This is an optimization exercise on Yosys and OpenROAD, whose aim is small area, a short achievable clock period and few clock cycles, not a production implementation.
In this exercise RTL edits were held to simulation tests only and were not proved equivalent to the original.
Power and IR drop assume default switching activity.

<file path="design/flow/run.sh">
#!/bin/bash
# synth_recipe.tcl (not shown) runs the flow's synth.tcl, then flattens the netlist and writes it again
# the make line also repeats each setting of config.mk as NAME=value (left out here)
make -C /OpenROAD-flow-scripts/flow DESIGN_CONFIG=/design/flow/config.mk WORK_HOME=/design/flow/orfs CLKGATE_MAP_FILE= SYNTH_SCRIPT=/design/flow/synth_recipe.tcl finish
</file>
<file path="design/flow/config.mk">
export PLATFORM = sky130hd
export DESIGN_NAME = cpu_top
export DESIGN_NICKNAME = cpu_top
export VERILOG_FILES = /design/flow/design.v
export SDC_FILE = /design/flow/constraint.sdc
export NUM_CORES = 4
export LEC_CHECK = 0
export CAP_MARGIN = 20
export CORE_MARGIN = 2
export CORE_UTILIZATION = 50
export SETUP_SLACK_MARGIN = 3.3
export SLEW_MARGIN = 20
export TNS_END_PERCENT = 20
</file>
<file path="design/flow/constraint.sdc">
create_clock -name core_clock -period 6.0 [get_ports {clk}]
set_input_delay 1.2000 -clock core_clock [delete_from_list [all_inputs] [get_ports {clk}]]
set_output_delay 1.2000 -clock core_clock [all_outputs]
set_load 0.01 [all_outputs]
</file>
<file path="design/flow/design.v">
package cpu_pkg;
    localparam int IMEM_DEPTH = 64;
    localparam int DMEM_DEPTH = 64;
    localparam int NUM_REGS   = 16;
    localparam int IW         = 22;   
    localparam logic [4:0] OP_ADD  = 5'd1;
    localparam logic [4:0] OP_SUB  = 5'd2;
    localparam logic [4:0] OP_AND  = 5'd3;
    localparam logic [4:0] OP_ORR  = 5'd4;
    localparam logic [4:0] OP_EOR  = 5'd5;
    localparam logic [4:0] OP_ADDI = 5'd6;
    localparam logic [4:0] OP_LDR  = 5'd7;
    localparam logic [4:0] OP_STR  = 5'd8;
    localparam logic [1:0] T_ALU  = 2'd0;
    localparam logic [1:0] T_ADDI = 2'd1;
    localparam logic [1:0] T_LDR  = 2'd2;
    localparam logic [1:0] T_STR  = 2'd3;
endpackage
module pipe_reg #(
    parameter int W = 1
) (
    input  logic         clk,
    input  logic         clr,
    input  logic [W-1:0] d,
    output logic [W-1:0] q
);
    always_ff @(posedge clk) begin
        if (clr) q <= '0;
        else     q <= d;
    end
endmodule
module fetch_stage (
    input  logic                   clk,
    input  logic                   rst,
    input  logic                   mem_clr,    
    input  logic                   run,
    input  logic                   stall,      
    input  logic                   load_req,
    input  logic [5:0]             load_addr,
    input  logic [31:0]            load_instr,
    output logic                   load_ack,
    output logic                   if_valid,   
    output logic [cpu_pkg::IW-1:0] if_instr
);
    localparam int IW = cpu_pkg::IW;
    logic [IW-2:0] ring [0:63];    
    logic [63:0]   ring_v;
    logic [5:0]    cnt;
    logic          go;
    logic [7:0]    cnt_lo, cnt_hi;   
    logic [7:0]    tap_lo, tap_hi;   
    logic          req_q;
    logic [5:0]    addr_q;
    logic [IW-1:0] enc_q;
    logic          pend;
    logic          wr;
    logic [4:0]    op;
    logic          is_alu;
    logic [IW-1:0] enc;
    assign op     = load_instr[27:23];
    assign is_alu = op == cpu_pkg::OP_ADD || op == cpu_pkg::OP_SUB || op == cpu_pkg::OP_AND ||
                    op == cpu_pkg::OP_ORR || op == cpu_pkg::OP_EOR;
    always_comb begin
        enc        = '0;
        enc[21]    = is_alu || op == cpu_pkg::OP_ADDI || op == cpu_pkg::OP_LDR ||
                     op == cpu_pkg::OP_STR;
        enc[20:19] = is_alu                 ? cpu_pkg::T_ALU  :
                     op == cpu_pkg::OP_ADDI ? cpu_pkg::T_ADDI :
                     op == cpu_pkg::OP_LDR  ? cpu_pkg::T_LDR  : cpu_pkg::T_STR;
        enc[18:15] = load_instr[22:19];
        enc[14:11] = (is_alu || op == cpu_pkg::OP_STR) ? load_instr[18:15] : load_instr[14:11];
        if (is_alu) begin
            enc[10:7] = load_instr[14:11];
            enc[6:5]  = 2'b00;
            enc[4]    = op == cpu_pkg::OP_EOR;
            enc[3]    = op == cpu_pkg::OP_ORR;
            enc[2]    = op == cpu_pkg::OP_AND;
            enc[1]    = op == cpu_pkg::OP_SUB;
            enc[0]    = op == cpu_pkg::OP_ADD;
        end else begin
            enc[10:0] = load_instr[10:0];
        end
    end
    always_ff @(posedge clk) begin
        addr_q <= load_addr;
        enc_q  <= enc;
    end
    assign wr = pend && cnt == addr_q;
    always_ff @(posedge clk) begin
        if (rst) begin
            req_q    <= 1'b0;
            pend     <= 1'b0;
            load_ack <= 1'b0;
        end else begin
            req_q <= load_req;
            if (wr) begin
                pend     <= 1'b0;
                load_ack <= 1'b1;
            end else if (req_q && !load_ack && !pend) begin
                pend <= 1'b1;
            end else if (!req_q) begin
                load_ack <= 1'b0;
            end
        end
    end
    always_ff @(posedge clk) begin
        ring[0] <= wr ? enc_q[IW-2:0] : ring[63];
        for (int i = 1; i < 64; i++) begin
            ring[i] <= ring[i-1];
        end
    end
    always_ff @(posedge clk) begin
        if (mem_clr) begin
            ring_v <= '0;
        end else begin
            ring_v <= {ring_v[62:0], wr ? enc_q[IW-1] : ring_v[63]};
        end
    end
    always_ff @(posedge clk) begin
        if (rst) begin
            cnt    <= '0;
            cnt_lo <= 8'd1;
            cnt_hi <= 8'd1;
        end else begin
            cnt    <= cnt + 1'b1;
            cnt_lo <= {cnt_lo[6:0], cnt_lo[7]};
            if (cnt_lo[7]) cnt_hi <= {cnt_hi[6:0], cnt_hi[7]};
        end
    end
    always_ff @(posedge clk) begin
        if (rst) go <= 1'b0;
        else     go <= run;
    end
    always_ff @(posedge clk) begin
        if (!go) begin
            tap_lo <= cnt_lo;
            tap_hi <= cnt_hi;
        end else if (stall) begin
            tap_lo <= {tap_lo[6:0], tap_lo[7]};
            if (tap_lo[7]) tap_hi <= {tap_hi[6:0], tap_hi[7]};
        end
    end
    logic [IW-1:0] grp [0:7];
    logic [IW-1:0] tap;
    always_comb begin
        for (int g = 0; g < 8; g++) begin
            grp[g] = '0;
            for (int w = 0; w < 8; w++) begin
                grp[g] = grp[g] | ({IW{tap_lo[w]}} & {ring_v[8*g + w], ring[8*g + w]});
            end
        end
        tap = '0;
        for (int g = 0; g < 8; g++) begin
            tap = tap | ({IW{tap_hi[g]}} & grp[g]);
        end
    end
    always_ff @(posedge clk) begin
        if (rst) begin
            if_valid <= 1'b0;
        end else if (!stall) begin
            if_valid <= go;
        end
    end
    always_ff @(posedge clk) begin
        if (!stall) if_instr <= tap;
    end
endmodule
module decode_stage (
    input  logic                   clk,
    input  logic                   rst,
    input  logic                   mem_clr,
    input  logic                   if_valid,
    input  logic [cpu_pkg::IW-1:0] if_instr,
    input  logic [31:0]            ex_data,
    input  logic                   mem_we,
    input  logic [3:0]             mem_rd,
    input  logic [31:0]            mem_data,
    input  logic                   wb_we,
    input  logic [3:0]             wb_rd,
    input  logic [31:0]            wb_data,
    output logic                   stall,
    output logic                   id_we,
    output logic [3:0]             id_rd,
    output logic                   id_ld,
    output logic                   id_st,
    output logic                   id_sum,     
    output logic                   id_sub,
    output logic                   id_and,
    output logic                   id_or,
    output logic                   id_xor,
    output logic [31:0]            id_a,
    output logic [31:0]            id_b,
    output logic [5:0]             id_imm6
);
    logic [31:0] regs [0:cpu_pkg::NUM_REGS-1];
    logic [15:0] reg_v;
    always_ff @(posedge clk) begin
        if (wb_we) regs[wb_rd] <= wb_data;
    end
    always_ff @(posedge clk) begin
        if (mem_clr)    reg_v <= '0;
        else if (wb_we) reg_v[wb_rd] <= 1'b1;
    end
    logic        v;
    logic [1:0]  t;
    logic [3:0]  rn;
    logic [3:0]  rb;
    logic [10:0] imm;
    logic        is_alu, is_st, is_ld, uses_b;
    logic [3:0]  rd;
    logic [31:0] a_val, b_val;
    logic        ex_a, ex_b;       
    logic        m_a, m_b;         
    assign v      = if_valid && if_instr[21];
    assign t      = if_instr[20:19];
    assign rn     = if_instr[18:15];
    assign rb     = if_instr[14:11];
    assign imm    = if_instr[10:0];
    assign is_alu = t == cpu_pkg::T_ALU;
    assign is_ld  = t == cpu_pkg::T_LDR;
    assign is_st  = t == cpu_pkg::T_STR;
    assign uses_b = is_alu || is_st;
    assign rd     = is_alu ? imm[10:7] : rb;
    assign a_val = (wb_we && wb_rd == rn) ? wb_data : (reg_v[rn] ? regs[rn] : 32'd0);
    assign b_val = (wb_we && wb_rd == rb) ? wb_data : (reg_v[rb] ? regs[rb] : 32'd0);
    assign ex_a  = id_we && id_rd == rn;
    assign ex_b  = id_we && id_rd == rb && uses_b;
    assign m_a   = mem_we && mem_rd == rn;
    assign m_b   = mem_we && mem_rd == rb && uses_b;
    assign stall = v && id_ld && (ex_a || ex_b);
    always_ff @(posedge clk) begin
        if (rst || stall) begin
            id_we <= 1'b0;
            id_ld <= 1'b0;
            id_st <= 1'b0;
        end else begin
            id_we <= v && !is_st;
            id_ld <= v && is_ld;
            id_st <= v && is_st;
        end
    end
    always_ff @(posedge clk) begin
        id_rd   <= rd;
        id_sum  <= is_alu ? (imm[0] || imm[1]) : (t == cpu_pkg::T_ADDI);
        id_sub  <= is_alu && imm[1];
        id_and  <= is_alu && imm[2];
        id_or   <= is_alu && imm[3];
        id_xor  <= is_alu && imm[4];
        id_a    <= ex_a ? ex_data : m_a ? mem_data : a_val;
        id_b    <= !uses_b ? {21'd0, imm} :
                   (ex_b ? ex_data : m_b ? mem_data : b_val) ^ {32{is_alu && imm[1]}};
        id_imm6 <= imm[5:0];
    end
endmodule
module execute_stage (
    input  logic [31:0] a,
    input  logic [31:0] b,
    input  logic [5:0]  imm6,
    input  logic        sum,
    input  logic        sub,
    input  logic        op_and,
    input  logic        op_or,
    input  logic        op_xor,
    output logic [31:0] store_data,
    output logic [7:0]  hit_lo,
    output logic [7:0]  hit_hi,
    output logic [31:0] result      
);
    logic [31:0] op_a, op_b, s;
    assign op_a = a;
    assign op_b = b;
    assign s = op_a + op_b + {31'd0, sub};
    assign store_data = op_b;
    assign result = ({32{sum}}    & s)
                  | ({32{op_and}} & (op_a & op_b))
                  | ({32{op_or}}  & (op_a | op_b))
                  | ({32{op_xor}} & (op_a ^ op_b));
    function automatic logic [7:0] sum_hot(input logic [2:0] x, input logic [2:0] y,
                                           input logic cin);
        logic [7:0] h;
        logic [3:0] k;
        for (int n = 0; n < 8; n++) begin
            k    = {n[2:0], 1'b0};
            h[n] = ((x[0] ^ y[0] ^ cin) == k[1]) &&
                   ((x[1] ^ y[1] ^ ((x[0] & y[0]) | ((x[0] | y[0]) & !k[1]))) == k[2]) &&
                   ((x[2] ^ y[2] ^ ((x[1] & y[1]) | ((x[1] | y[1]) & !k[2]))) == k[3]);
        end
        sum_hot = h;
    endfunction
    logic [5:0] base;
    logic       c3;       
    assign base = op_a[5:0];
    assign c3   = (base[2] & imm6[2]) | ((base[2] | imm6[2]) &
                  ((base[1] & imm6[1]) | ((base[1] | imm6[1]) & base[0] & imm6[0])));
    assign hit_lo = sum_hot(base[2:0], imm6[2:0], 1'b0);
    assign hit_hi = sum_hot(base[5:3], imm6[5:3], c3);
endmodule
module memory_stage (
    input  logic        clk,
    input  logic        mem_clr,
    input  logic [7:0]  hit_lo,
    input  logic [7:0]  hit_hi,
    input  logic        re,
    input  logic        we,
    input  logic [31:0] wdata,
    output logic [31:0] rdata
);
    logic [31:0] dmem [0:cpu_pkg::DMEM_DEPTH-1];
    logic [63:0] dmem_v;
    always_ff @(posedge clk) begin
        for (int g = 0; g < 8; g++) begin
            for (int w = 0; w < 8; w++) begin
                if (we && hit_hi[g] && hit_lo[w]) dmem[8*g + w] <= wdata;
            end
        end
    end
    always_ff @(posedge clk) begin
        for (int g = 0; g < 8; g++) begin
            for (int w = 0; w < 8; w++) begin
                if (mem_clr)                           dmem_v[8*g + w] <= 1'b0;
                else if (we && hit_hi[g] && hit_lo[w]) dmem_v[8*g + w] <= 1'b1;
            end
        end
    end
    logic [31:0] grp [0:7];
    always_comb begin
        for (int g = 0; g < 8; g++) begin
            grp[g] = '0;
            for (int w = 0; w < 8; w++) begin
                grp[g] = grp[g] | ({32{hit_lo[w] && dmem_v[8*g + w]}} & dmem[8*g + w]);
            end
        end
        rdata = '0;
        for (int g = 0; g < 8; g++) begin
            rdata = rdata | ({32{hit_hi[g] && re}} & grp[g]);
        end
    end
endmodule
module cpu_top (
    input  logic        clk,
    input  logic        rst,
    input  logic        run,
    input  logic        load_req,
    input  logic [5:0]  load_addr,
    input  logic [31:0] load_instr,
    output logic        load_ack,
    output logic        retire_valid,
    output logic [3:0]  retire_rd,
    output logic [31:0] retire_data
);
    logic                   mem_clr;
    logic                   stall;
    logic                   if_valid;
    logic [cpu_pkg::IW-1:0] if_instr;
    logic        id_we, id_ld, id_st, id_sum, id_sub, id_and, id_or, id_xor;
    logic [3:0]  id_rd;
    logic [31:0] id_a, id_b;
    logic [5:0]  id_imm6;
    logic [31:0] store_data, alu_result, ld_data;
    logic [7:0]  hit_lo, hit_hi;
    logic        em_we, em_ld, em_st;
    logic [3:0]  em_rd;
    logic [31:0] em_alu, em_sdata;
    logic [7:0]  em_hlo, em_hhi;
    logic        wb_we;
    logic [3:0]  wb_rd;
    logic [31:0] wb_alu, wb_ld, wb_data;
    always_ff @(posedge clk) mem_clr <= rst;
    fetch_stage u_fetch (
        .clk        (clk),
        .rst        (rst),
        .mem_clr    (mem_clr),
        .run        (run),
        .stall      (stall),
        .load_req   (load_req),
        .load_addr  (load_addr),
        .load_instr (load_instr),
        .load_ack   (load_ack),
        .if_valid   (if_valid),
        .if_instr   (if_instr)
    );
    decode_stage u_decode (
        .clk      (clk),
        .rst      (rst),
        .mem_clr  (mem_clr),
        .if_valid (if_valid),
        .if_instr (if_instr),
        .ex_data  (alu_result),
        .mem_we   (em_we),
        .mem_rd   (em_rd),
        .mem_data (em_alu | ld_data),
        .wb_we    (wb_we),
        .wb_rd    (wb_rd),
        .wb_data  (wb_data),
        .stall    (stall),
        .id_we    (id_we),
        .id_rd    (id_rd),
        .id_ld    (id_ld),
        .id_st    (id_st),
        .id_sum   (id_sum),
        .id_sub   (id_sub),
        .id_and   (id_and),
        .id_or    (id_or),
        .id_xor   (id_xor),
        .id_a     (id_a),
        .id_b     (id_b),
        .id_imm6  (id_imm6)
    );
    execute_stage u_execute (
        .a          (id_a),
        .b          (id_b),
        .imm6       (id_imm6),
        .sum        (id_sum),
        .sub        (id_sub),
        .op_and     (id_and),
        .op_or      (id_or),
        .op_xor     (id_xor),
        .store_data (store_data),
        .hit_lo     (hit_lo),
        .hit_hi     (hit_hi),
        .result     (alu_result)
    );
    always_ff @(posedge clk) begin
        if (rst) begin
            em_we <= 1'b0;
            em_st <= 1'b0;
        end else begin
            em_we <= id_we;
            em_st <= id_st;
        end
    end
    always_ff @(posedge clk) begin
        em_ld    <= id_ld;
        em_rd    <= id_rd;
        em_alu   <= alu_result;
        em_sdata <= store_data;
        em_hlo   <= hit_lo;
        em_hhi   <= hit_hi;
    end
    memory_stage u_memory (
        .clk     (clk),
        .mem_clr (mem_clr),
        .hit_lo  (em_hlo),
        .hit_hi  (em_hhi),
        .re      (em_ld),
        .we      (em_st),
        .wdata   (em_sdata),
        .rdata   (ld_data)
    );
    always_ff @(posedge clk) begin
        if (rst) wb_we <= 1'b0;
        else     wb_we <= em_we;
    end
    always_ff @(posedge clk) begin
        wb_rd  <= em_rd;
        wb_alu <= em_alu;
        wb_ld  <= ld_data;
    end
    assign wb_data = wb_alu | wb_ld;
    always_ff @(posedge clk) begin
        if (rst) retire_valid <= 1'b0;
        else     retire_valid <= wb_we;
    end
    always_ff @(posedge clk) begin
        retire_rd   <= wb_rd;
        retire_data <= wb_data;
    end
endmodule
</file>
==> qor.txt, run 1 <==
sequential share of the synthesized area: 75.29%
post-route cell area: 178600 um^2
flops & latches, synth: 4425
wire per inst: 31.33 um
CP max-delay cell: a22oi_2
Worst path top cell family by delay: simple AND/OR/NAND/NOR gates
I/O Buffers: 75
cell with the most instances after synthesis: edfxtp_1
Filler cells: 22442
Worst R2R End: u_decode.id_b[8]
asr flop ratio synth: 0%
number of synthesized flops with an enable pin: 2598
Synth top cells by count: edfxtp_1, a22oi_1, dfxtp_1
core area: 302800 um^2
first-pass GRT wire length: 638100 um
clk_skew: 0.04946 ns
vias in the first global route: 89425
critical path class: flip-flop to flip-flop
CP required: 6.82 ns
Most used DFF post-synth: edfxtp_1
Reg clk slew, reported paths: 0.06 ns
status: no timing/DRC/antenna violations
P_leak: 0.05527 uW
DRC marker count from the first detailed-route iteration: 11089
clk sinks: 4425
multi-input logic area: 37140 um^2
final setup fails: 0
post-synthesis compound-gate area fraction: 11.64%
Pwr per Cell Area: 337.8 nW/um^2
Synth Area in Simple Gates: 4.164%
Root Buffer: clkbuf_16
fin crit share: 50.78%
Util after Layout: 58.97%
HP Class: flip-flop to flip-flop
max_cap viols: 0
CP Capture Point: u_decode.id_b[8]
fin nets: 9980
Placer Congestion: 0.8979
number of remaining DRC errors: 0
final worst path period need: 3.047 ns
CTS buffer count: 429
RSZ-0062 raised after global routing: true
DRT Wirelength: 445300 um
initial antenna violation count: 11
Synth warnings: 9
Crit Reg-Reg Startpoint: em_hlo[2]
Ports: 80
ANT nets after route: 0
vias after detailed routing: 90566
post-synthesis adder-cell area fraction: 0.7251%
Max Clk Rate: 0.3282 GHz
crit end category: flip-flop
Critical Path Source: em_hlo[2]
Synth area leader: edfxtp_1
maximum number of pins on one net before global-route repair: 100
CP Max Fanout: 7
critical path depth: 12
die height: 555.7 um
Reg2Reg Depth: 12
Site Rows: 202
worst path arrival time: 3.86 ns
Final Max Slew Viols: 0
Post-DP Area: 157700 um^2
overall die area: 308800 um^2
CTS HTree Levels: 5
Hold Vio Cnt, Final: 0
Hold Buf Count CTS: 0
Sum Neg Setup Slack: 0 ns
worst-margin pin slew: 1.136 ns
setup slack, reg-to-reg: 2.95 ns
synth unique cells: 79
worst path buffer plus inverter count: 3
Yosys top cell area share: 51.26%
maximum vdd ir drop: 0.0002907 V
xor and xnor area share after synthesis: 0.4489%
share of layout cells above drive strength 1: 20.83%
grt total ovfl: 0
Rel. slew slack: 24.26%
DPL Wire Length: 236100 um
clock buffer depth: 4
worst-skew pair later-pin latency: 0.96 ns
CP Launch Type: flip-flop
CP cell instances: buf_12 > and2_4 > buf_16 > a22oi_2 > nand4_1 > a22oi_2 > nand4_1 > buf_6 > nor2_4 > o21ai_2 > mux2i_1 > nand3_1
Synth Instances: 9507
die width: 555.7 um
Starting Density: 50.27%
register area: 114700 um^2
Initial DRT Pass Iterations: 6
Total GRT Usage: 28.27%
Syn-to-layout area delta: 17.33%
mux share of post-synthesis cell area: 5.658%
synth top area cells: edfxtp_1, dfxtp_1, a22oi_1, mux4_2, nand4_1
syn_nets: 9636
vias per inst: 6.373
TritonCTS clock tree: done
largest family of logic cells by synthesized area: compound AO/OA/AOI/OAI gates
CP peak stage delay: 0.64 ns
Post-Syn Area: 152200 um^2
syn avg cell area: 16.01 um^2
cell families after synthesis:
group,Yosys count
compound gates,2444
mux,440
xor+xnor,78
fa+ha+maj,87
flops,4425
buf+inv,818
simple gates,1215
sequential cells by signal, summed over array words and instances, names as in the netlist, 8 cells and up, named ones only:
| name | flops |
|---|---|
| em_sdata | 32 |
| u_decode.reg_v | 16 |
| u_decode.id_a | 32 |
| wb_ld | 32 |
| u_memory.dmem | 2048 |
| em_hlo | 8 |
| u_decode.id_b | 32 |
| u_fetch.if_instr | 22 |
| u_fetch.enc_q | 22 |
| u_memory.dmem_v | 64 |
| u_fetch.tap_lo | 8 |
| em_hhi | 8 |
| u_fetch.cnt_lo | 8 |
| retire_data | 32 |
| u_fetch.ring | 1344 |
| u_fetch.ring_v | 64 |
| em_alu | 32 |
| wb_alu | 32 |
| u_decode.regs | 512 |
| u_fetch.tap_hi | 8 |
| u_fetch.cnt_hi | 8 |
power by group:
group	leakage (uW)	switching, uW	internal (uW)	total (uW)
clock network	0.00711	11500	16000	27500
registers	0.0352	85.2	31900	32000
logic	0.0129	645	184	829
area by class of cell:
cell class              instances  share of cell area, %
flip-flops and latches       4425                  64.24
multi-input cells            4269                  20.80
clock buffers                 584                  6.837
repair buffers                565                  3.685
well taps                    3978                  2.787
clock inverters               220                  1.290
inverters                     161                 0.3447
diodes                          9                0.01261
cells in the final DEF (no fill, tap or decap), types with 113 or more instances in the layout:
cell / n
a22oi_2: 129
edfxtp_1: 2598
a22oi_1: 1701
o21ai_0: 116
clkbuf_16: 447
nand2_1: 164
dfxtp_1: 1761
a21oi_1: 113
nor2_1: 271
mux4_2: 331
inv_1: 155
nand4_1: 395
buf_4: 286
worst min-delay path by stage:
stage	start	to	slack [ns]	cells after the start
after floorplan	u_fetch.ring[0][20]	u_fetch.ring[1][20]	0.33	0
after global placement	u_fetch.ring[41][0]	u_fetch.ring[42][0]	0.33	0
after detailed placement	em_alu[12]	wb_alu[12]	0.34	0
after CTS	u_fetch.ring[61][12]	u_fetch.ring[62][12]	0.33	0
after global routing	u_fetch.ring[20][19]	u_fetch.ring[21][19]	0.34	0
final	u_fetch.ring[61][12]	u_fetch.ring[62][12]	0.34	0
routing by layer:
| layer | track usage, % | wire length [um] |
|---|---|---|
| met1 | 40.23 | 183100 |
| met2 | 44.30 | 205800 |
| met3 | 5.216 | 41600 |
| met4 | 8.714 | 14800 |
| met5 | 0 | 13 |
worst reg2reg max path: stages (launching register included):
cell and delay [ns]:
dfxtp_4 0.37, buf_12 0.14, and2_4 0.20, buf_16 0.17
a22oi_2 0.15, nand4_1 0.36, a22oi_2 0.64, nand4_1 0.23
buf_6 0.20, nor2_4 0.12, o21ai_2 0.06, mux2i_1 0.18
nand3_1 0.08
per-stage QoR:
step                      total power [uW]  worst slack, ns  instances  hold WS [ns]
final                                60320            2.953      14211        0.3353
after global routing                 61780            2.861      14204        0.3440
after CTS                            60520            2.936      14168        0.3333
after detailed placement             33440            1.659      13138        0.3354
after global placement               33440            1.679      13138        0.3324
after floorplan                      33020            2.547       9507        0.3311
timing repair:
item                                    CTS  global route
gates cloned                             35             1
pin swaps                               208           105
endpoints found under the hold margin     0             0
gates resized for setup                 742           112
endpoints found under the setup margin  289           169
setup buffers                           191            32
Testbench counts, summed over its fixed seeds: cycles 25,417.
==> run 2: changes to the inputs <==
--- a/design/flow/design.v
+++ b/design/flow/design.v
@@ -42,3 +42,4 @@
     output logic                   if_valid,   
-    output logic [cpu_pkg::IW-1:0] if_instr
+    output logic                   if_uses_b,  
+    output logic [cpu_pkg::IW-2:0] if_instr    
 );
@@ -129,8 +130,13 @@
     end
+    logic start;
+    assign start = run && !mem_clr;
     always_ff @(posedge clk) begin
         if (rst) go <= 1'b0;
-        else     go <= run;
+        else     go <= run && (go || start);
     end
     always_ff @(posedge clk) begin
-        if (!go) begin
+        if (rst) begin
+            tap_lo <= 8'h80;
+            tap_hi <= 8'h80;
+        end else if (!go && !start) begin
             tap_lo <= cnt_lo;
@@ -160,3 +166,3 @@
         end else if (!stall) begin
-            if_valid <= go;
+            if_valid <= (go || start) && tap[IW-1];
         end
@@ -164,3 +170,6 @@
     always_ff @(posedge clk) begin
-        if (!stall) if_instr <= tap;
+        if (!stall) begin
+            if_instr  <= tap[IW-2:0];
+            if_uses_b <= tap[20:19] == cpu_pkg::T_ALU || tap[20:19] == cpu_pkg::T_STR;
+        end
     end
@@ -171,4 +180,5 @@
     input  logic                   mem_clr,
-    input  logic                   if_valid,
-    input  logic [cpu_pkg::IW-1:0] if_instr,
+    input  logic                   if_valid,   
+    input  logic                   if_uses_b,
+    input  logic [cpu_pkg::IW-2:0] if_instr,
     input  logic [31:0]            ex_data,
@@ -213,3 +223,3 @@
     logic        m_a, m_b;         
-    assign v      = if_valid && if_instr[21];
+    assign v      = if_valid;
     assign t      = if_instr[20:19];
@@ -221,3 +231,3 @@
     assign is_st  = t == cpu_pkg::T_STR;
-    assign uses_b = is_alu || is_st;
+    assign uses_b = if_uses_b;
     assign rd     = is_alu ? imm[10:7] : rb;
@@ -229,3 +239,3 @@
     assign m_b   = mem_we && mem_rd == rb && uses_b;
-    assign stall = v && id_ld && (ex_a || ex_b);
+    assign stall = v && id_ld && (id_rd == rn || (uses_b && id_rd == rb));
     always_ff @(posedge clk) begin
@@ -271,3 +281,22 @@
     assign op_b = b;
-    assign s = op_a + op_b + {31'd0, sub};
+    logic [31:0] g, p;
+    always_comb begin
+        logic [31:0] gn, pn;
+        g    = op_a & op_b;
+        p    = op_a ^ op_b;
+        g[0] = g[0] | (p[0] & sub);
+        for (int lv = 0; lv < 5; lv++) begin
+            gn = g;
+            pn = p;
+            for (int i = 0; i < 32; i++) begin
+                if (i >= (1 << lv)) begin
+                    gn[i] = g[i] | (p[i] & g[i - (1 << lv)]);
+                    pn[i] = p[i] & p[i - (1 << lv)];
+                end
+            end
+            g = gn;
+            p = pn;
+        end
+    end
+    assign s = (op_a ^ op_b) ^ {g[30:0], sub};
     assign store_data = op_b;
@@ -353,3 +382,4 @@
     logic                   if_valid;
-    logic [cpu_pkg::IW-1:0] if_instr;
+    logic                   if_uses_b;
+    logic [cpu_pkg::IW-2:0] if_instr;
     logic        id_we, id_ld, id_st, id_sum, id_sub, id_and, id_or, id_xor;
@@ -379,2 +409,3 @@
         .if_valid   (if_valid),
+        .if_uses_b  (if_uses_b),
         .if_instr   (if_instr)
@@ -386,2 +417,3 @@
         .if_valid (if_valid),
+        .if_uses_b(if_uses_b),
         .if_instr (if_instr),
--- a/design/flow/config.mk
+++ b/design/flow/config.mk
@@ -10,4 +10,4 @@
 export CORE_UTILIZATION = 50
-export SETUP_SLACK_MARGIN = 3.3
+export SETUP_SLACK_MARGIN = 3.2
 export SLEW_MARGIN = 20
-export TNS_END_PERCENT = 20
+export TNS_END_PERCENT = 50
==> run 2 against run 1 <==
  * Global-route usage increased by 0.13 points
  * Synthesized cell count decreased by 0.96%
  * Worst setup slack got worse by 0.12 ns
  * Clock skew increased by 0.035 ns
  * Final cell count decreased by 0.30%
  * Wire length increased by 1.5%
  * Critical path type unchanged
  * Still clean on timing, DRC and antenna
  * Largest cell class unchanged
  * Sequential cell count unchanged
  * Largest power group unchanged
  * Cell area increased by 1.6%
==> qor.txt, run 2 <==
I/O Buffers: 75 (unchanged)
Gate power share: 0.7% (-0.7 points)
register area: 114600 um^2 (about the same)
critical path class: flip-flop to flip-flop
Filler cells: 22099 (-1.5%)
Synth area leader: edfxtp_1
clock buffer depth: 4 (unchanged)
first-pass GRT wire length: 641600 um (+0.55%)
Syn-to-layout area delta: 19.02%
max_cap viols: 0 (unchanged)
CP max-delay cell: dfxtp_4
die width: 556.0 um (about the same)
synth top area cells: edfxtp_1, dfxtp_1, a22oi_1, mux4_2, clkbuf_1
HP Class: flip-flop to flip-flop
fin nets: 9936 (-0.44%)
Initial DRT Pass Iterations: 6 (unchanged)
Worst path top cell family by delay: compound AO/OA/AOI/OAI gates
clk sinks: 4425 (unchanged)
sequential share of the synthesized area: 75.10% (-0.19 points)
vias after detailed routing: 90965 (+0.44%)
CP Max Fanout: 13 (+6)
multi-input logic area: 39530 um^2 (+6.4%)
Hold Buf Count CTS: 0 (unchanged)
Internal: 47830 uW (-0.47%)
P_leak: 0.05866 uW (+6.1%)
cell with the most instances after synthesis: edfxtp_1
Critical Path Source: em_hlo[1]
number of remaining DRC errors: 0 (unchanged)
overall die area: 309200 um^2 (+0.11%)
Reg2Reg Depth: 13 (+1)
ANT nets after route: 0 (unchanged)
Synth Instances: 9416 (-0.96%)
Site Rows: 202 (unchanged)
TritonCTS clock tree: done
fin crit share: 52.82% (+2.0 points)
Largest regs: u_memory.dmem (2048), u_fetch.ring (1344), u_decode.regs (512)
Pwr per Cell Area: 330.7 nW/um^2 (-2.1%)
switch share: 20.24% (-0.079 points)
Crit Reg-Reg Startpoint: em_hlo[1]
asr flop ratio synth: 0% (unchanged)
Root Buffer: clkbuf_16
core area: 303000 um^2 (about the same)
CP Launch Type: flip-flop
syn avg cell area: 16.18 um^2 (+1.1%)
Synth warnings: 9 (unchanged)
vias in the first global route: 90379 (+1.1%)
CP Capture Point: u_decode.id_b[6]
Total GRT Usage: 28.40% (+0.13 points)
CP cell instances: buf_12 > buf_12 > and2_4 > buf_4 > a22oi_1 > nand4_1 > a21oi_1 > nand4_1 > buf_6 > o311ai_2 > o21ai_1 > xnor2_1 > mux2_4
final worst path period need: 3.169 ns (+0.1227 ns)
CTS buffer count: 426 (-0.70%)
crit end category: flip-flop
syn_nets: 9541 (-0.99%)
final setup fails: 0 (unchanged)
Hold Vio Cnt, Final: 0 (unchanged)
flops & latches, synth: 4425 (unchanged)
CP required: 6.79 ns (-0.03 ns)
Most used DFF post-synth: edfxtp_1
worst-skew pair later-pin latency: 0.99 ns (+0.03 ns)
setup slack, reg-to-reg: 2.83 ns (-0.12 ns)
clock share of power: 46.1% (+0.5 points)
Rel. slew slack: 22.34% (-1.9 points)
Placer Congestion: 0.8848 (-1.5%)
Worst R2R End: u_decode.id_b[6]
DRT Wirelength: 452100 um (+1.5%)
DRC marker count from the first detailed-route iteration: 11667 (+5.2%)
grt total ovfl: 0 (unchanged)
clk_skew: 0.08482 ns (+0.03536 ns)
Reg clk slew, reported paths: 0.07 ns (about the same)
initial antenna violation count: 23 (+12)
RSZ-0062 raised after global routing: true
worst path buffer plus inverter count: 4 (+1)
maximum vdd ir drop: 0.0003149 V (+8.3%)
commonest cells after routing, fill and taps aside: edfxtp_1, dfxtp_1, a22oi_1
Yosys top cell area share: 50.89% (-0.37 points)
die height: 556.0 um (about the same)
CTS HTree Levels: 5 (unchanged)
synth unique cells: 73 (-7.6%)
Starting Density: 50.28% (about the same)
CP peak stage delay: 0.37 ns (-0.27 ns)
max reg flops: 2048 (unchanged)
Ports: 80 (unchanged)
switching power: 12140 uW (-0.96%)
Post-Syn Area: 152400 um^2 (+0.11%)
leading cell type in the layout, fill and taps excluded: edfxtp_1
vias per inst: 6.420 (+0.75%)
Final Max Slew Viols: 0 (unchanged)
Sum Neg Setup Slack: 0 ns (unchanged)
wire per inst: 31.91 um (+1.8%)
Largest Register: u_memory.dmem
worst path arrival time: 3.96 ns (+0.10 ns)
Max Clk Rate: 0.3155 GHz (-3.9%)
Util after Layout: 59.84% (+0.87 points)
critical path depth: 13 (+1)
status: no timing/DRC/antenna violations
Synth top cells by count: edfxtp_1, dfxtp_1, a22oi_1
share of layout cells above drive strength 1: 23.69% (+2.9 points)
maximum number of pins on one net before global-route repair: 112 (+12%)
sequential share of power: 53.2% (about the same)
number of synthesized flops with an enable pin: 2582 (-0.62%)
DPL Wire Length: 243800 um (+3.3%)
worst-margin pin slew: 1.165 ns (+0.02879 ns)
==> run 2: worst min-delay path by stage <==
| stage | startpoint | to | slack [ns] | cells after the start |
|---|---|---|---|---|
| 2_1_floorplan | em_alu[7] | wb_alu[7] | 0.32 | 0 |
| 3_3_place_gp | em_alu[7] | wb_alu[7] | 0.33 | 0 |
| 3_5_place_dp | u_fetch.ring[11][17] | u_fetch.ring[12][17] | 0.34 | 0 |
| 4_1_cts | em_rd[0] | wb_rd[0] | 0.30 | 0 |
| 5_1_grt | em_rd[0] | wb_rd[0] | 0.32 | 0 |
| 6_report | em_rd[0] | wb_rd[0] | 0.31 | 0 |
==> run 2: worst reg2reg max path: stages (launching register included) <==
cell and delay [ns]:
dfxtp_4 0.37, buf_12 0.15, buf_12 0.14, and2_4 0.19
buf_4 0.22, a22oi_1 0.22, nand4_1 0.36, a21oi_1 0.26
nand4_1 0.16, buf_6 0.19, o311ai_2 0.24, o21ai_1 0.11
xnor2_1 0.15, mux2_4 0.27
==> run 2: metal layers <==
metal / up-vias / global-route usage (%) / part of all wire [%]
li1: 38494 / - / -
met1: 47269 / 39.34 / 40
met2: 4377 / 44.72 / 46
met3: 817 / 4.787 / 8.9
met4: 8 / 11.60 / 4.5
met5: - / 0 / 0.012
==> run 2: repair_timing <==
action | in CTS | in global routing
setup buffers | 191 | 65
cloned | 20 | 15
endpoints found under the hold margin | 0 | 0
pin swaps | 210 | 188
endpoints found under the setup margin | 170 | 142
resized for setup | 855 | 333
==> run 2: power groups by stage <==
stage	clock [uW]	sequential [uW]	combinational, uW
2_1_floorplan	0	32500	248
3_3_place_gp	0	32600	406
3_5_place_dp	0	32600	403
4_1_cts	27900	31900	410
5_1_grt	29100	31900	452
6_report	27600	31900	437
==> run 2: logic make-up (layout without fill, tap and decap cells) <==
logic type / Yosys count / count (layout) / share of synthesized area [%]
flip-flops: 4425 / 4425 / 75.10
AO/OA/AOI/OAI: 2557 / 2557 / 12.41
AND/OR/NAND/NOR: 1012 / 1016 / 3.530
buffers and inverters: 807 / 1573 / 2.083
multiplexers: 443 / 443 / 5.669
XOR/XNOR: 89 / 89 / 0.5116
adder cells (fa/ha/maj): 83 / 83 / 0.6914
other: 0 / 4 / 0
==> run 2: final cells by class <==
type | count | share of cell area [%]
clock buffers | 585 | 6.645
flip-flops and latches | 4425 | 63.20
diodes | 4 | 0.005520
repair buffers | 618 | 3.874
well taps | 3978 | 2.745
clock inverters | 218 | 1.417
multi-input cells | 4188 | 21.80
inverters | 152 | 0.3167
==> run 2: stage by stage <==
stage	total power [uW]	instance area, um^2	hold WS [ns]	instances	worst slack, ns
finish	59980	181300	0.3148	14168	2.831
global route	61420	181300	0.3219	14167	2.819
CTS	60190	178900	0.3000	14084	2.934
detailed placement	32980	158000	0.3359	13070	1.369
global placement	32980	158000	0.3320	13067	1.410
floorplan	32750	152400	0.3237	9416	2.547
Testbench counts of run 2, summed over its fixed seeds: cycles 25,369.
==> run 3: changes to the inputs <==
--- a/design/flow/design.v
+++ b/design/flow/design.v
@@ -186,3 +186,5 @@
     input  logic [3:0]             mem_rd,
-    input  logic [31:0]            mem_data,
+    input  logic                   mem_is_ld,
+    input  logic [31:0]            mem_alu,    
+    input  logic [31:0]            mem_ld,     
     input  logic                   wb_we,
@@ -223,2 +225,3 @@
     logic        m_a, m_b;         
+    logic        is_sub;
     assign v      = if_valid;
@@ -239,3 +242,5 @@
     assign m_b   = mem_we && mem_rd == rb && uses_b;
-    assign stall = v && id_ld && (id_rd == rn || (uses_b && id_rd == rb));
+    assign is_sub = is_alu && imm[1];
+    assign stall  = v && ((id_ld && (id_rd == rn || (uses_b && id_rd == rb))) ||
+                          (is_sub && (ex_b || (m_b && mem_is_ld))));
     always_ff @(posedge clk) begin
@@ -258,5 +263,11 @@
         id_xor  <= is_alu && imm[4];
-        id_a    <= ex_a ? ex_data : m_a ? mem_data : a_val;
-        id_b    <= !uses_b ? {21'd0, imm} :
-                   (ex_b ? ex_data : m_b ? mem_data : b_val) ^ {32{is_alu && imm[1]}};
+        id_a    <= ({32{ex_a}}                   & ex_data)
+                 | ({32{!ex_a && m_a}}           & mem_ld)
+                 | ({32{!ex_a && m_a}}           & mem_alu)
+                 | ({32{!ex_a && !m_a}}          & a_val);
+        id_b    <= ({32{ex_b}}                   & ex_data)
+                 | ({32{!ex_b && m_b}}           & mem_ld)
+                 | ({32{!ex_b && m_b}}           & (mem_alu ^ {32{is_sub}}))
+                 | ({32{uses_b && !ex_b && !m_b}} & (b_val ^ {32{is_sub}}))
+                 | ({32{!uses_b}}                & {21'd0, imm});
         id_imm6 <= imm[5:0];
@@ -422,3 +433,5 @@
         .mem_rd   (em_rd),
-        .mem_data (em_alu | ld_data),
+        .mem_is_ld(em_ld),
+        .mem_alu  (em_alu),
+        .mem_ld   (ld_data),
         .wb_we    (wb_we),
--- a/design/flow/config.mk
+++ b/design/flow/config.mk
@@ -10,4 +10,4 @@
 export CORE_UTILIZATION = 50
-export SETUP_SLACK_MARGIN = 3.2
+export SETUP_SLACK_MARGIN = 3.3
 export SLEW_MARGIN = 20
-export TNS_END_PERCENT = 50
+export TNS_END_PERCENT = 20
==> run 3 against run 2 <==
  * Largest cell class unchanged
  * Sequential power is essentially flat
  * Maximum frequency rose by 1.4%
  * Global-route usage decreased by 0.30 points
  * Core utilization is 1.1 points lower
==> qor.txt, run 3 <==
setup slack, reg-to-reg: 2.88 ns (+0.04 ns)
overall die area: 309300 um^2 (about the same)
fin crit share: 52.07% (-0.75 points)
leading cell type in the layout, fill and taps excluded: edfxtp_1
Post-Syn Area: 152400 um^2 (about the same)
die width: 556.1 um (about the same)
synth top area cells: edfxtp_1, dfxtp_1, a22oi_1, mux4_2, nand4_1
core area: 303000 um^2 (unchanged)
Hold Vio Cnt, Final: 0 (unchanged)
vias per inst: 6.394 (-0.41%)
max reg flops: 2048 (unchanged)
HP Class: flip-flop to flip-flop
Synth top cells by count: edfxtp_1, a22oi_1, dfxtp_1
P_leak: 0.05906 uW (+0.68%)
Root Buffer: clkbuf_16
Synth Instances: 9462 (+0.49%)
die height: 556.1 um (about the same)
Most used DFF post-synth: edfxtp_1
clk_skew: 0.05934 ns (-0.02548 ns)
worst-skew pair later-pin latency: 0.97 ns (-0.02 ns)
CP required: 6.83 ns (+0.04 ns)
DPL Wire Length: 237200 um (-2.7%)
Site Rows: 202 (unchanged)
asr flop ratio synth: 0% (unchanged)
final worst slack: 2.876 ns (+0.04493 ns)
maximum vdd ir drop: 0.0002853 V (-9.4%)
Synth area leader: edfxtp_1
worst-margin pin slew: 1.132 ns (-0.03288 ns)
Crit path top cell by count: buf_12
syn_nets: 9587 (+0.48%)
vias in the first global route: 89401 (-1.1%)
number of synthesized flops with an enable pin: 2582 (unchanged)
I/O Buffers: 75 (unchanged)
clk sinks: 4425 (unchanged)
CP Launch Type: flip-flop
Yosys top cell area share: 50.87% (about the same)
critical path class: flip-flop to flip-flop
CP Capture Point: u_decode.id_a[26]
Rel. slew slack: 24.53% (+2.2 points)
commonest cells after routing, fill and taps aside: edfxtp_1, dfxtp_1, a22oi_1
CP Max Fanout: 32 (+19)
status: no timing/DRC/antenna violations
ANT nets after route: 0 (unchanged)
Reg clk slew, reported paths: 0.06 ns (about the same)
grt total ovfl: 0 (unchanged)
max_cap viols: 0 (unchanged)
Hold Crit Start: u_fetch.ring[7][20]
worst path arrival time: 3.95 ns (about the same)
RSZ-0062 raised after global routing: true
clock buffer depth: 4 (unchanged)
Hold Slack: 0.3317 ns (+0.01690 ns)
wire per inst: 31.47 um (-1.4%)
Ports: 80 (unchanged)
Crit Reg-Reg Startpoint: em_hlo[5]
Syn-to-layout area delta: 16.82%
number of remaining DRC errors: 0 (unchanged)
Largest regs: u_memory.dmem (2048), u_fetch.ring (1344), u_decode.regs (512)
final setup fails: 0 (unchanged)
fin nets: 9916 (-0.20%)
sequential share of the synthesized area: 75.08% (about the same)
final worst path period need: 3.124 ns (-0.04493 ns)
Synth warnings: 9 (unchanged)
Placer Congestion: 0.8661 (-2.1%)
Pwr per Cell Area: 337.7 nW/um^2 (+2.1%)
vias after detailed routing: 90416 (-0.60%)
share of layout cells above drive strength 1: 20.59% (-3.1 points)
first-pass GRT wire length: 633700 um (-1.2%)
Max Clk Rate: 0.3201 GHz (+1.4%)
TritonCTS clock tree: done
Largest Register: u_memory.dmem
CP peak stage delay: 0.50 ns (+0.13 ns)
flops & latches, synth: 4425 (unchanged)
maximum number of pins on one net before global-route repair: 122 (+8.9%)
CTS buffer count: 430 (+0.94%)
Filler cells: 22415 (+1.4%)
Worst R2R End: u_decode.id_a[26]
CP cell instances: buf_12 > and2_2 > buf_12 > a22oi_1 > nand4_1 > a22oi_2 > and4_4 > inv_1 > o311ai_1 > o21ai_2
worst slack, placed: 1.956 ns (+0.5863 ns)
DRC marker count from the first detailed-route iteration: 10841 (-7.1%)
cell with the most instances after synthesis: edfxtp_1
CTS HTree Levels: 5 (unchanged)
initial antenna violation count: 15 (-35%)
DRT Wirelength: 445000 um (-1.6%)
Initial DRT Pass Iterations: 8 (+2)
Total GRT Usage: 28.10% (-0.30 points)
Starting Density: 50.30% (about the same)
CP max-delay cell: a22oi_2
Reg2Reg Depth: 10 (-3)
synth unique cells: 83 (+14%)
Sum Neg Setup Slack: 0 ns (unchanged)
syn avg cell area: 16.11 um^2 (-0.45%)
Final Max Slew Viols: 0 (unchanged)
crit end category: flip-flop
Critical Path Source: em_hlo[5]
==> run 3: metrics by stage <==
stage | cell area, um^2 | total power, uW | util (%) | cells
3_5_place_dp | 157900 | 33170 | 52.10 | 13090
2_1_floorplan | 152400 | 32850 | - | 9462
4_1_cts | 177600 | 60340 | 58.60 | 14113
6_report | 178100 | 60130 | 58.76 | 14141
5_1_grt | 178000 | 61560 | 58.75 | 14139
3_3_place_gp | 157900 | 33170 | 52.10 | 13090
==> run 3: layer usage <==
layer	share of wire [%]	vias to the layer above	global-route usage (%)	routed length (um)
met4	4.0	4	10.46	17920
li1	-	38409	-	-
met1	41	46935	39.24	180700
met2	46	4308	44.35	206900
met5	0.0070	-	0	31
met3	8.9	760	4.760	39450
==> run 3: layout make-up <==
type,count,area [um^2],share of cell area (%)
flip-flops and latches,4425,114600,64.36
well taps,3978,4977,2.795
repair inverters,1,8.758,0.004919
inverters,199,765.7,0.4301
clock buffers,597,12190,6.848
repair buffers,556,6530,3.667
multi-input cells,4178,36640,20.58
clock inverters,204,2330,1.308
diodes,3,7.507,0.004216
==> run 3: logic make-up (layout without fill, tap and decap cells) <==
group	count (synthesis)	in the layout	synth area share, %
DFF	4425	4425	75.08
AOI/OAI and AO/OA	2456	2456	11.89
and+or+nand+nor	1101	1107	4.036
buffers and inverters	865	1557	2.202
muxes	391	391	5.297
xor gates and xnor gates	141	141	0.8102
adders and majority gates	83	83	0.6912
other	0	3	0
==> run 3: power by group <==
group	internal (uW)	switching (uW)	total (uW)	leakage, uW
registers	31800	103	31900	0.0378
logic	146	458	604	0.0142
clock network	16000	11500	27600	0.00712
total	48000	12100	60100	0.0591
==> run 3: critical path: cells and delay by family (launching register included) <==
kind | cells | cell delay, ns
simple gates | 3 | 1.08
compound gates | 4 | 1.07
flops | 1 | 0.38
buf+inv | 3 | 0.43
==> run 3: timing repair <==
| item | CTS | global route |
|---|---|---|
| buffers inserted | 172 | 23 |
| gates resized for setup | 732 | 84 |
| hold endpoints to repair | 0 | 0 |
| gates cloned | 50 | 2 |
| pin swaps | 297 | 60 |
| hold buffers | 0 | 0 |
| endpoints found under the setup margin | 425 | 298 |
==> run 3: how the worst min path moves through the flow <==
stage,slack [ns],cells past startpoint,to
finish,0.33,0,u_fetch.ring[8][20]
global route,0.34,0,u_fetch.ring[60][20]
CTS,0.33,0,u_fetch.ring[8][20]
detailed placement,0.34,0,u_fetch.ring[44][4]
global placement,0.33,0,u_fetch.ring[6][2]
floorplan,0.33,0,u_fetch.ring[10][15]
Testbench counts of run 3, summed over its fixed seeds: cycles 25,521.
==> run 4: changes to the inputs <==
==> design/flow/flow/run.sh (new file) <==
#!/bin/bash
# The standard layout, except that every input and output port gets a
# sky130_fd_sc_hd__buf_4 as its port buffer (the standard flow's own pick
# can be a slow delay cell). The full make output goes to standard.log here;
# each step's own log is under orfs/logs/.
set -euo pipefail
bash standard.sh "BUFFER_PORTS_ARGS=-buffer_cell sky130_fd_sc_hd__buf_4" finish > standard.log 2>&1
==> design/flow/standard.sh (new file) <==
#!/bin/bash
# synth_recipe.tcl (not shown) runs the flow's synth.tcl, then flattens the netlist and writes it again
# the make line also repeats each setting of config.mk as NAME=value (left out here)
make -C /OpenROAD-flow-scripts/flow DESIGN_CONFIG=/design/flow/config.mk WORK_HOME=/design/flow/orfs CLKGATE_MAP_FILE= SYNTH_SCRIPT=/design/flow/synth_recipe.tcl "${@:-finish}"
removed: design/flow/run.sh
==> run 4 against run 3 <==
  * Still clean on timing, DRC and antenna
  * Clock skew rose by 0.023 ns
  * Core utilization up 0.056 points
  * Critical path depth is 5 higher
  * Via count rose by 0.15%
  * Maximum frequency decreased by 0.17%
  * Sequential cell count unchanged
  * Worst hold slack got worse by 0.038 ns
  * Clock power barely moved
  * Total power is essentially flat
  * Global-route usage rose by 0.085 points
  * Die area is the same
  * Critical endpoint is now u_decode.id_b[24]
  * Largest cell class unchanged
  * Highest routed layer unchanged
==> qor.txt, run 4 <==
CP required: 6.81 ns (-0.02 ns)
Hold Crit Start: u_fetch.ring[21][0]
maximum vdd ir drop: 0.0002723 V (-4.6%)
crit end category: flip-flop
Initial DRT Pass Iterations: 6 (-2)
Util after Layout: 58.81% (about the same)
post-synthesis compound-gate area fraction: 11.89% (unchanged)
fin nets: 9870 (-0.46%)
Reg2Reg Depth: 15 (+5)
Hold Buf Count CTS: 0 (unchanged)
DRT Wirelength: 445600 um (+0.13%)
Synth top cells by count: edfxtp_1, a22oi_1, dfxtp_1
Post-Syn Area: 152400 um^2 (unchanged)
worst path arrival time: 3.94 ns (about the same)
syn avg cell area: 16.11 um^2 (unchanged)
Synth Instances: 9462 (unchanged)
clk_skew: 0.08190 ns (+0.02256 ns)
Max Clk Rate: 0.3195 GHz (-0.17%)
number of synthesized flops with an enable pin: 2582 (unchanged)
syn_nets: 9587 (unchanged)
Ports: 80 (unchanged)
Yosys top cell area share: 50.87% (unchanged)
Syn-to-layout area delta: 16.93% (about the same)
Total GRT Usage: 28.18% (+0.085 points)
sequential share of the synthesized area: 75.08% (unchanged)
initial antenna violation count: 21 (+6)
Root Buffer: clkbuf_16
worst-skew pair later-pin latency: 0.99 ns (+0.02 ns)
hold path cells: 0 (unchanged)
Most used DFF post-synth: edfxtp_1
Reg clk slew, reported paths: 0.07 ns (about the same)
I/O Buffers: 75 (unchanged)
Rel. slew slack: 22.44% (-2.1 points)
grt total ovfl: 0 (unchanged)
vias after detailed routing: 90551 (+0.15%)
first-pass GRT wire length: 636400 um (+0.43%)
synth unique cells: 83 (unchanged)
die width: 556.1 um (unchanged)
CP Max Fanout: 4 (-88%)
setup slack, reg-to-reg: 2.87 ns (about the same)
maximum number of pins on one net before global-route repair: 100 (-18%)
DRC marker count from the first detailed-route iteration: 11826 (+9.1%)
ANT nets after route: 0 (unchanged)
Starting Density: 50.30% (unchanged)
worst hold path endpoint: u_fetch.ring[22][0]
CTS HTree Levels: 5 (unchanged)
number of remaining DRC errors: 0 (unchanged)
max_cap viols: 0 (unchanged)
flops & latches, synth: 4425 (unchanged)
RSZ-0062 raised after global routing: true
wire per inst: 31.59 um (+0.37%)
xor and xnor area share after synthesis: 0.8102% (unchanged)
clk sinks: 4425 (unchanged)
DPL Wire Length: 232700 um (-1.9%)
Pwr per Cell Area: 337.3 nW/um^2 (-0.11%)
Synth Area in Simple Gates: 4.036% (unchanged)
Synth warnings: 9 (unchanged)
Worst R2R End: u_decode.id_b[24]
overall die area: 309300 um^2 (unchanged)
CTS buffer count: 435 (+1.2%)
critical path class: flip-flop to flip-flop
commonest cells after routing, fill and taps aside: edfxtp_1, dfxtp_1, a22oi_1
synth top area cells: edfxtp_1, dfxtp_1, a22oi_1, mux4_2, nand4_1
max reg flops: 2048 (unchanged)
worst-margin pin slew: 1.163 ns (+0.03139 ns)
leading cell type in the layout, fill and taps excluded: edfxtp_1
largest family of logic cells by synthesized area: compound AO/OA/AOI/OAI gates
status: no timing/DRC/antenna violations
core area: 303000 um^2 (unchanged)
Sum Neg Setup Slack: 0 ns (unchanged)
vias in the first global route: 89941 (+0.60%)
Largest Register: u_memory.dmem
share of layout cells above drive strength 1: 20.88% (+0.29 points)
vias per inst: 6.419 (+0.39%)
fin crit share: 52.16% (+0.090 points)
Final Max Slew Viols: 0 (unchanged)
Hold Vio Cnt, Final: 0 (unchanged)
mux share of post-synthesis cell area: 5.297% (unchanged)
Synth area leader: edfxtp_1
cell with the most instances after synthesis: edfxtp_1
die height: 556.1 um (unchanged)
post-synthesis adder-cell area fraction: 0.6912% (unchanged)
asr flop ratio synth: 0% (unchanged)
final setup fails: 0 (unchanged)
CP Launch Type: flip-flop
Filler cells: 22479 (+0.29%)
HP Class: flip-flop to flip-flop
Largest regs: u_memory.dmem (2048), u_fetch.ring (1344), u_decode.regs (512)
final worst path period need: 3.130 ns (+0.005410 ns)
TritonCTS clock tree: done
P_leak: 0.05881 uW (-0.44%)
Placer Congestion: 0.8661 (unchanged)
Crit Reg-Reg Startpoint: u_decode.id_a[0]
Site Rows: 202 (unchanged)
clock buffer depth: 4 (unchanged)
[run 4: cell counts after synthesis]
Identical to the previous run, type by type.
[run 4: worst max-delay path by stage]
stage | depth (start not counted) | start | to
after floorplan | 3 | wb_rd[1] | u_decode.regs[3][0]
after global placement | 10 | em_hlo[3] | u_decode.id_a[25]
after detailed placement | 9 | em_hlo[3] | u_decode.id_b[4]
after CTS | 13 | u_decode.id_sub | u_decode.id_b[28]
after global routing | 15 | u_decode.id_a[0] | u_decode.id_a[28]
final | 15 | u_decode.id_a[0] | u_decode.id_b[24]
[run 4: layout make-up]
class / count / area [um^2] / share of cell area (%)
sequential: 4425 / 114600 / 64.30
multi-input combinational: 4178 / 36840 / 20.67
clock buffer: 583 / 12000 / 6.733
timing repair buffer: 506 / 6484 / 3.638
tap: 3978 / 4977 / 2.793
clock inverter: 227 / 2544 / 1.427
inverter: 199 / 762.0 / 0.4275
antenna: 11 / 27.53 / 0.01545
[run 4: stage by stage]
step | power (uW) | cells | setup slack [ns] | area (um^2) | hold WS [ns]
floorplan | 32850 | 9462 | 2.541 | 152400 | 0.3314
global placement | 33160 | 13055 | 2.046 | 157400 | 0.3329
detailed placement | 33160 | 13055 | 2.018 | 157400 | 0.3359
CTS | 60350 | 14058 | 2.973 | 177300 | 0.2661
global route | 61600 | 14098 | 2.741 | 178200 | 0.2919
finish | 60120 | 14107 | 2.870 | 178200 | 0.2933
[run 4: layer usage]
layer | routed length [um] | up-vias | track usage, %
met5 | 65 | - | 0
met1 | 180800 | 46914 | 39.36
li1 | - | 38316 | -
met4 | 17930 | 10 | 10.44
met2 | 206000 | 4517 | 44.12
met3 | 40790 | 794 | 5.285
[run 4: critical path, cell delays in order, from the launching register on]
cell,delay [ns]
dfxtp_4,0.35
fa_2,0.22
inv_2,0.04
fa_2,0.36
nor2b_2,0.14
o211ai_1,0.09
buf_4,0.18
a21boi_4,0.21
a311oi_4,0.11
buf_6,0.15
a21o_4,0.24
buf_4,0.14
o221ai_4,0.19
xnor2_2,0.16
o21ai_2,0.09
a221o_1,0.34
[run 4: cells by family after synthesis]
group | Yosys count
flip-flops | 4425
AND/OR/NAND/NOR | 1101
XOR/XNOR | 141
adder cells (fa/ha/maj) | 83
buffers and inverters | 865
multiplexers | 391
AO/OA/AOI/OAI | 2456
[run 4: timing repair]
| action | CTS | global route |
|---|---|---|
| buffers inserted | 133 | 36 |
| cloned | 60 | 1 |
| gates resized for setup | 709 | 129 |
| endpoints found under the setup margin | 623 | 201 |
| pin swaps | 273 | 82 |
[run 4: power breakdown]
group | leakage (uW) | switching, uW | total (uW) | internal, uW
registers | 0.0378 | 93.0 | 31900 | 31800
logic | 0.0139 | 468 | 620 | 151
clock network | 0.00713 | 11700 | 27600 | 15900
==> run 5: changes to the inputs <==
--- a/design/flow/design.v
+++ b/design/flow/design.v
@@ -292,22 +292,30 @@
     assign op_b = b;
-    logic [31:0] g, p;
+    logic [31:0] g, p, cy;
     always_comb begin
-        logic [31:0] gn, pn;
-        g    = op_a & op_b;
-        p    = op_a ^ op_b;
-        g[0] = g[0] | (p[0] & sub);
+        logic [31:0] gg, pp, gn, pn;
+        g  = op_a & op_b;
+        p  = op_a ^ op_b;
+        gg = g;
+        pp = p;
         for (int lv = 0; lv < 5; lv++) begin
-            gn = g;
-            pn = p;
+            gn = gg;
+            pn = pp;
             for (int i = 0; i < 32; i++) begin
                 if (i >= (1 << lv)) begin
-                    gn[i] = g[i] | (p[i] & g[i - (1 << lv)]);
-                    pn[i] = p[i] & p[i - (1 << lv)];
+                    if (i == (1 << lv)) begin
+                        gn[i] = gg[i] | (pp[i] & g[0]) | (pp[i] & p[0] & sub);
+                    end else begin
+                        gn[i] = gg[i] | (pp[i] & gg[i - (1 << lv)]);
+                    end
+                    pn[i] = pp[i] & pp[i - (1 << lv)];
                 end
             end
-            g = gn;
-            p = pn;
+            gg = gn;
+            pp = pn;
         end
+        cy[0] = sub;
+        cy[1] = g[0] | (p[0] & sub);
+        for (int i = 2; i < 32; i++) cy[i] = gg[i-1];
     end
-    assign s = (op_a ^ op_b) ^ {g[30:0], sub};
+    assign s = p ^ cy;
     assign store_data = op_b;
==> design/flow/run.sh (new file) <==
#!/bin/bash
# synth_recipe.tcl (not shown) runs the flow's synth.tcl, then flattens the netlist and writes it again
# the make line also repeats each setting of config.mk as NAME=value (left out here)
make -C /OpenROAD-flow-scripts/flow DESIGN_CONFIG=/design/flow/config.mk WORK_HOME=/design/flow/orfs CLKGATE_MAP_FILE= SYNTH_SCRIPT=/design/flow/synth_recipe.tcl finish
removed: design/flow/flow/run.sh
removed: design/flow/standard.sh
==> run 5 against run 4 <==
  * First-iteration DRC count fell by 9.2%
  * Cell area barely moved
  * Sequential share of layout area rose by 0.076 points
  * Clock skew fell by 0.035 ns
  * Critical endpoint is now u_decode.id_b[2]
  * Sequential cell count did not move
  * Largest power group unchanged
  * Worst setup slack improved by 0.12 ns
  * Core utilization fell by 0.058 points
  * Still clean on timing, DRC and antenna
  * Wire length fell by 0.21%
  * Die area barely moved
  * Worst hold slack improved by 0.033 ns
==> qor.txt, run 5 <==
initial antenna violation count: 18 (-14%)
P_leak: 0.06248 uW (+6.3%)
HP Class: flip-flop to flip-flop
number of remaining DRC errors: 0 (unchanged)
CP cell instances: buf_12 > and2_4 > a22oi_2 > nand4_1 > a22oi_2 > and4_4 > a21oi_2 > a221oi_1 > o21ai_1
Yosys top cell area share: 50.91% (about the same)
Util after Layout: 58.75% (about the same)
Largest Register: u_memory.dmem
vias per inst: 6.377 (-0.65%)
Root Buffer: clkbuf_16
grt total ovfl: 0 (unchanged)
share of layout cells above drive strength 1: 21.05% (+0.17 points)
syn avg cell area: 16.13 um^2 (+0.15%)
vias in the first global route: 90034 (+0.10%)
crit end category: flip-flop
I/O Buffers: 75 (unchanged)
Synth Instances: 9441 (-0.22%)
number of synthesized flops with an enable pin: 2582 (unchanged)
cell with the most instances after synthesis: edfxtp_1
Starting Density: 50.26% (about the same)
register area: 114600 um^2 (about the same)
DRT Wirelength: 444700 um (-0.21%)
fin nets: 9921 (+0.52%)
sequential share of the synthesized area: 75.13% (about the same)
final setup fails: 0 (unchanged)
Total GRT Usage: 28.12% (-0.061 points)
Largest regs: u_memory.dmem (2048), u_fetch.ring (1344), u_decode.regs (512)
maximum number of pins on one net before global-route repair: 101 (+1.0%)
CP Max Fanout: 6 (+2)
syn_nets: 9565 (-0.23%)
fin crit share: 50.24% (-1.9 points)
leading cell type in the layout, fill and taps excluded: edfxtp_1
Placer Congestion: 0.9012 (+4.1%)
Synth area leader: edfxtp_1
ANT nets after route: 0 (unchanged)
Ports: 80 (unchanged)
Initial DRT Pass Iterations: 6 (unchanged)
worst path arrival time: 3.85 ns (-0.09 ns)
CP max-delay cell: a22oi_2
Filler cells: 22493 (+0.062%)
Final Max Slew Viols: 0 (unchanged)
Worst path top cell family by delay: compound AO/OA/AOI/OAI gates
Pwr per Cell Area: 333.2 nW/um^2 (-1.2%)
wire per inst: 31.43 um (-0.49%)
Most used DFF post-synth: edfxtp_1
Post-Syn Area: 152300 um^2 (about the same)
CP Launch Type: flip-flop
worst path buffer plus inverter count: 1 (-3)
die width: 555.9 um (about the same)
CP peak stage delay: 0.58 ns (+0.22 ns)
max_cap viols: 0 (unchanged)
clock buffer depth: 4 (unchanged)
synth unique cells: 77 (-7.2%)
Sum Neg Setup Slack: 0 ns (unchanged)
Power Total: 59330 uW (-1.3%)
first-pass GRT wire length: 636000 um (about the same)
RSZ-0062 raised after global routing: true
Synth warnings: 9 (unchanged)
vias after detailed routing: 90221 (-0.36%)
clk sinks: 4425 (unchanged)
CTS buffer count: 429 (-1.4%)
die height: 555.9 um (about the same)
Rel. slew slack: 21.78% (-0.66 points)
status: no timing/DRC/antenna violations
final worst path period need: 3.014 ns (-0.1152 ns)
Syn-to-layout area delta: 16.90% (about the same)
DPL Wire Length: 238200 um (+2.4%)
asr flop ratio synth: 0% (unchanged)
flops & latches, synth: 4425 (unchanged)
Max Clk Rate: 0.3317 GHz (+3.8%)
worst-margin pin slew: 1.173 ns (+0.009878 ns)
commonest cells after routing, fill and taps aside: edfxtp_1, dfxtp_1, a22oi_1
clk_skew: 0.04701 ns (-0.03488 ns)
CTS HTree Levels: 5 (unchanged)
TritonCTS clock tree: done
maximum vdd ir drop: 0.0002959 V (+8.7%)
synth top area cells: edfxtp_1, dfxtp_1, a22oi_1, mux4_2, nand4_1
max reg flops: 2048 (unchanged)
worst-skew pair later-pin latency: 0.96 ns (-0.03 ns)
Synth top cells by count: edfxtp_1, a22oi_1, dfxtp_1
Site Rows: 202 (unchanged)
core area: 303000 um^2 (unchanged)
overall die area: 309000 um^2 (about the same)
CP required: 6.83 ns (+0.02 ns)
critical path class: flip-flop to flip-flop
Reg clk slew, reported paths: 0.06 ns (about the same)
DRC marker count from the first detailed-route iteration: 10742 (-9.2%)
Crit path top cell by count: a22oi_2
multi-input logic area: 36960 um^2 (+0.32%)
Hold Vio Cnt, Final: 0 (unchanged)
run 5: changes by cell type after synthesis, moves of 15 or more:
| cell | before | now |
|---|---|---|
| a21oi_1 | 128 | 113 |
| o211ai_1 | 34 | 12 |
| nand2_1 | 170 | 129 |
| o311ai_0 | 17 | 0 |
| a22oi_1 | 1909 | 1933 |
| a221o_1 | 9 | 25 |
| nor2_1 | 156 | 174 |
| a21o_1 | 9 | 32 |
| o21ai_0 | 91 | 70 |
run 5: cells by family after synthesis:
logic type / synth area share [%]
flip-flops: 75.13
AO/OA/AOI/OAI: 11.99
AND/OR/NAND/NOR: 4.031
buffers and inverters: 2.150
multiplexers: 5.257
XOR/XNOR: 0.7648
adder cells (fa/ha/maj): 0.6786
run 5: worst reg2reg max path: cells and delay by family (launching register included):
kind / cells / cell delay (ns)
AND/OR/NAND/NOR: 3 / 1.06
flip-flops: 1 / 0.43
buffers and inverters: 1 / 0.20
AO/OA/AOI/OAI: 5 / 1.20
run 5: through the flow:
| step | worst slack [ns] | cells | hold slack [ns] | cell area, um^2 |
|---|---|---|---|---|
| 2_1_floorplan | 2.566 | 9441 | 0.3235 | 152300 |
| 4_1_cts | 2.769 | 14108 | 0.3322 | 177400 |
| 3_5_place_dp | 1.825 | 13087 | 0.3291 | 157800 |
| 5_1_grt | 2.919 | 14141 | 0.3351 | 178000 |
| 6_report | 2.986 | 14147 | 0.3263 | 178000 |
| 3_3_place_gp | 1.845 | 13086 | 0.3335 | 157800 |
run 5: final timing paths:
kind	endpoint	slack, ns	from	cells after the start
worst max-delay path	u_decode.id_b[2]	2.99	em_hlo[3]	9
worst min register to register	u_fetch.ring[6][16]	0.33	u_fetch.ring[5][16]	0
worst max register to register	u_decode.id_b[2]	2.99	em_hlo[3]	9
worst min-delay path	u_fetch.ring[6][16]	0.33	u_fetch.ring[5][16]	0
run 5: routing by layer:
layer | track usage (%) | up-vias | share of wire, %
li1 | - | 38470 | -
met1 | 38.88 | 46766 | 41
met2 | 44.30 | 4172 | 47
met3 | 5.144 | 799 | 8.4
met4 | 11.02 | 14 | 4.1
met5 | 0 | - | 0.021
run 5: repair_timing:
item | in CTS | in global routing
pin swaps | 319 | 58
setup buffers | 186 | 27
resized for setup | 783 | 135
setup endpoints to repair | 535 | 304
cloned | 40 | 3
hold buffers | 0 | 0
endpoints found under the hold margin | 0 | 0
run 5: final cells by class:
class	instances	area share, %
multi-input cells	4172	20.76
well taps	3978	2.795
clock inverters	209	1.202
inverters	194	0.4146
repair buffers	575	3.766
clock buffers	586	6.681
flip-flops and latches	4425	64.37
diodes	8	0.01124
run 5: power by group:
part / switching, uW / leakage, uW / internal, uW / total, uW
registers: 122 / 0.0414 / 31800 / 32000
logic: 429 / 0.0142 / 143 / 573
clock network: 11500 / 0.00686 / 15300 / 26800
total: 12000 / 0.0625 / 47300 / 59300
Testbench counts of run 5, summed over its fixed seeds: cycles 25,521.

==> separate check: timing with driven ports <==
The results above use ideal ports. As a check the final layouts listed here were re-extracted and re-timed, cells and wires unchanged.
Step 1 sets driving cells, clkbuf_16 on the clock port and buf_2 on the other inputs (assumed; they add their load-dependent delay and slew).
Step 2 adds t to the input delays and takes it off the output delays; t is the mean of the earliest and latest rising clock arrival at the registers after step 1. Input paths then give back, and output paths get back, about the clock's delay inside the block.
Slacks: ideal / step 1 / step 2; pairs: ideal / step 1.
run	t (ns)	setup WS [ns]	worst setup path after step 2	latest minus earliest clock arrival (ns)
run 1	1.038	2.953 / 2.890 / 2.552	input to register	0.053 / 0.052
run 2	1.034	2.831 / 2.831 / 2.777	input to register	0.103 / 0.103
run 3	1.042	2.876 / 2.876 / 2.850	input to register	0.064 / 0.064
run 4	1.048	2.870 / 2.870 / 2.870	register to register	0.094 / 0.094
run 5	1.041	2.986 / 2.930 / 2.845	input to register	0.055 / 0.054
After both steps every run listed still meets setup and hold. For run 1, which loses most, drivers alone change the setup slack by -0.063 ns; drivers and shift together by -0.401 ns.
